This design comes from an exercise in tuning for small area, a short achievable clock period and few clock cycles per item on the open sky130 flow, not from production work. The RTL was checked by simulation tests, not by an equivalence proof against the original design.

willow:
## gemv_stream_engine
module gemv_stream_engine
#(
  parameter int unsigned SZ     = gemv_pkg::SZ_DEF,
  parameter int unsigned DW     = gemv_pkg::DW_DEF,
  parameter int unsigned N_ROWS = gemv_pkg::N_ROWS_DEF,
  parameter int unsigned AW     = gemv_pkg::gemv_aw(SZ, DW),
  localparam int unsigned IW    = (N_ROWS > 1) ? $clog2(N_ROWS) : 1
) (
  input  logic             clk,
  input  logic             rst_n,
  input  logic             start_i,
  input  logic             accum_i,
  input  logic [SZ*DW-1:0] w_i,
  input  logic             a_valid_i,
  output logic             a_ready_o,
  input  logic [SZ*DW-1:0] a_row_i,
  output logic             o_valid_o,
  input  logic             o_ready_i,
  output logic [DW-1:0]    o_data_o,
  output logic [IW-1:0]    o_idx_o,
  output logic             busy_o,
  output logic             done_o,
  output logic             ovf_o
);
Size: about 2400 cells after synthesis, ~25000 um2 of cells after synthesis.
==> flow/config.mk <==
export PLATFORM = sky130hd
export DESIGN_NAME = gemv_stream_engine
export DESIGN_NICKNAME = gemv_stream_engine
export VERILOG_FILES = /design/flow/design.v
export SDC_FILE = /design/flow/constraint.sdc
export NUM_CORES = 4
export LEC_CHECK = 0
export ABC_AREA = 1
export CAP_MARGIN = 20
export CORE_MARGIN = 2
export CORE_UTILIZATION = 40
export CTS_BUF_LIST = sky130_fd_sc_hd__clkbuf_8
export CTS_CLUSTER_DIAMETER = 120
export CTS_CLUSTER_SIZE = 16
export SETUP_SLACK_MARGIN = 3.5
export SLEW_MARGIN = 20
==> flow/constraint.sdc <==
create_clock -name core_clock -period 9.0 [get_ports {clk}]
set_input_delay 1.8000 -clock core_clock [delete_from_list [all_inputs] [get_ports {clk}]]
set_output_delay 1.8000 -clock core_clock [all_outputs]
set_load 0.01 [all_outputs]
standard.sh (not shown) runs the stock make flow with config.mk's settings and CLKGATE_MAP_FILE= SYNTH_SCRIPT=/design/flow/synth_recipe.tcl, a recipe that flattens the netlist after the stock synthesis.
==> flow/flow/run.sh <==
#!/bin/bash
# The standard layout with two changes:
#  - the port buffers are buf_4 cells instead of the buffer_ports default (a
#    slow delay cell that the resizer cannot swap out);
#  - after the standard synthesis, inverters around full and half adders are
#    removed by flipping full adders' polarity and rebuilding half adders that
#    take inverted inputs (flow/invpush2.py); registers and all other cells are
#    left as the standard synthesis made them.
set -euo pipefail
export BUFFER_PORTS_ARGS="-buffer_cell sky130_fd_sc_hd__buf_4"
bash standard.sh synth > standard_synth.log 2>&1
NET=orfs/results/sky130hd/gemv_stream_engine/base/1_2_yosys.v
cp $NET yosys_netlist_orig.v
python3 flow/invpush2.py yosys_netlist_orig.v $NET > invpush.log 2>&1
bash standard.sh finish > standard_finish.log 2>&1
Other scripts of this flow, unchanged in this note and not shown: flow/flow/invpush2.py
willow ended with every stage complete and zero timing, DRC or antenna violations.
Testbench counts of willow, summed over its fixed seeds: cycles 16,000, items 9,600.
Setup changes, willow to indigo
# willow
export LEC_CHECK = 0
export ABC_AREA = 1
export CAP_MARGIN = 20
export CORE_MARGIN = 2
export CORE_UTILIZATION = 40
export CTS_BUF_LIST = sky130_fd_sc_hd__clkbuf_8
export CTS_CLUSTER_DIAMETER = 120
export CTS_CLUSTER_SIZE = 16
export SETUP_SLACK_MARGIN = 3.5
export SLEW_MARGIN = 20
create_clock -name core_clock -period 9.0 [get_ports {clk}]
# indigo
export LEC_CHECK = 0
export ABC_AREA = 1
export CAP_MARGIN = 20
export CORE_MARGIN = 2
export CORE_UTILIZATION = 40
export CTS_CLUSTER_DIAMETER = 90
export CTS_CLUSTER_SIZE = 20
export SETUP_SLACK_MARGIN = 3.5
export SLEW_MARGIN = 20
create_clock -name core_clock -period 9.0 [get_ports {clk}]
### Flow results
indigo reached the end of the flow, and the finished layout is clean on the timing, design-rule and antenna checks. Setup slack in indigo is 0.041 ns higher than in willow. A critical path class of reg -> reg is what indigo shows, while reg -> out belongs to willow. Measured against each other, willow and indigo differ in area added between synthesis and finish, the higher figure coming from indigo. Relative to willow, indigo improves fmax. | portion of the layout cell area used by non-clock buffers | lower: indigo |. [compare] base=willow new=indigo: via count of the first global-routing pass rose by about 0.65%, area of the multi-input gates dropped 0.85%.
Here is what was changed in the inputs of lagoon compared with indigo.
# indigo
export LEC_CHECK = 0
export ABC_AREA = 1
export CAP_MARGIN = 20
export CORE_MARGIN = 2
export CORE_UTILIZATION = 40
export CTS_CLUSTER_DIAMETER = 90
export CTS_CLUSTER_SIZE = 20
export SETUP_SLACK_MARGIN = 3.5
export SLEW_MARGIN = 20
create_clock -name core_clock -period 9.0 [get_ports {clk}]
# lagoon
export LEC_CHECK = 0
export ABC_AREA = 1
export CAP_MARGIN = 20
export CORE_MARGIN = 2
export CORE_UTILIZATION = 40
export CTS_CLUSTER_DIAMETER = 120
export CTS_CLUSTER_SIZE = 16
export SETUP_SLACK_MARGIN = 3.5
export SLEW_MARGIN = 20
create_clock -name core_clock -period 9.0 [get_ports {clk}]
diff --git a/flow/flow/run.sh b/flow/flow/run.sh
--- a/flow/flow/run.sh
+++ b/flow/flow/run.sh
@@ -3,2 +3,3 @@
-#  - the port buffers are buf_4 cells instead of the buffer_ports default (a
-#    slow delay cell that the resizer cannot swap out);
+#  - the port buffers are buf_1 cells on the inputs and buf_4 cells on the
+#    outputs (flow/outbuf.tcl), instead of the buffer_ports default (a slow
+#    delay cell that the resizer cannot swap out);
@@ -10 +11,2 @@
-export BUFFER_PORTS_ARGS="-buffer_cell sky130_fd_sc_hd__buf_4"
+export BUFFER_PORTS_ARGS="-buffer_cell sky130_fd_sc_hd__buf_1"
+export POST_GLOBAL_PLACE_TCL="$PWD/flow/outbuf.tcl"
==> flow/flow/outbuf.tcl (new file) <==
# After global placement: the port buffers were all made as buf_1; make the
# ones that drive output ports buf_4 (they drive the output load).
set from_cell [expr {[info exists ::env(OUTBUF_FROM)] ? $::env(OUTBUF_FROM) : "sky130_fd_sc_hd__buf_1"}]
set n 0
foreach bterm [[ord::get_db_block] getBTerms] {
  if { [$bterm getIoType] != "OUTPUT" } { continue }
  set net [$bterm getNet]
  if { $net == "NULL" } { continue }
  foreach iterm [$net getITerms] {
    if { ![$iterm isOutputSignal] } { continue }
    set inst [$iterm getInst]
    if { [[$inst getMaster] getName] == $from_cell } {
      replace_cell [get_cells [$inst getName]] sky130_fd_sc_hd__buf_4
      incr n
    }
  }
}
puts "outbuf: $n output port buffers made buf_4"
Findings:
Relative to indigo, the area of combinational cells with multiple inputs measured on lagoon has increased slightly. lagoon vs. indigo: time the final worst path needs with I/O delays and setup dropped 0.043 ns, number of buffers other than clock buffers in the final layout decreased about 4.6%. lagoon reports a higher worst setup slack than indigo does. Higher maximum fanout encountered on the critical timing path was reported by lagoon, not indigo. lagoon against indigo: worst-case hold slack has remained practically unchanged; share of the final layout cell area in sequential cells has increased.
Input-level comparison between juniper and lagoon:
# lagoon
export LEC_CHECK = 0
export ABC_AREA = 1
export CAP_MARGIN = 20
export CORE_MARGIN = 2
export CORE_UTILIZATION = 40
export CTS_CLUSTER_DIAMETER = 120
export CTS_CLUSTER_SIZE = 16
export SETUP_SLACK_MARGIN = 3.5
export SLEW_MARGIN = 20
create_clock -name core_clock -period 9.0 [get_ports {clk}]
# juniper
export LEC_CHECK = 0
export ABC_AREA = 1
export CAP_MARGIN = 10
export CORE_MARGIN = 2
export CORE_UTILIZATION = 40
export CTS_CLUSTER_DIAMETER = 120
export CTS_CLUSTER_SIZE = 16
export SETUP_SLACK_MARGIN = 3.5
export SLEW_MARGIN = 10
create_clock -name core_clock -period 9.0 [get_ports {clk}]
==> results.txt <==
Post-CTS clock slew at the launch and capture registers of the worst setup and hold paths essentially unchanged between juniper and lagoon.
Amount of wire on met3 after detailed routing went down by a few percent going from lagoon to juniper.
Final non-filler cell area delta (juniper -> lagoon): insignificant
First-pass iteration count of the detailed router essentially unchanged between juniper and lagoon.

-- separate check: timing with driven ports --
How much do the figures lean on ideal ports? The routed layouts below were timed once more, with nothing changed but the port constraints. Step 1, drivers: a clkbuf_16 drives clk and a buf_2 each remaining input, both assumed. Step 2 times the ports against the registers' clock, not the clock port: input delays grow and output delays shrink by t, the midpoint of the rising clock arrivals with the driver on. a / b / c = ideal ports / drivers / drivers and shift; a / b = the first two.
| run | shift t [ns] | setup WS [ns] | worst slew at a driven data input, ns |
|---|---|---|---|
| willow | 0.674 | 3.539 / 3.483 / 3.002 | 0.12 |
| indigo | 0.625 | 3.580 / 3.580 / 3.035 | 0.12 |
| lagoon | 0.577 | 3.623 / 3.570 / 3.077 | 0.06 |
| juniper | 0.582 | 3.609 / 3.583 / 3.072 | 0.06 |
After both steps setup and hold are still met in every run listed. The setup slack of lagoon, which loses most, moves by -0.053 ns with the drivers and by -0.546 ns with both steps.
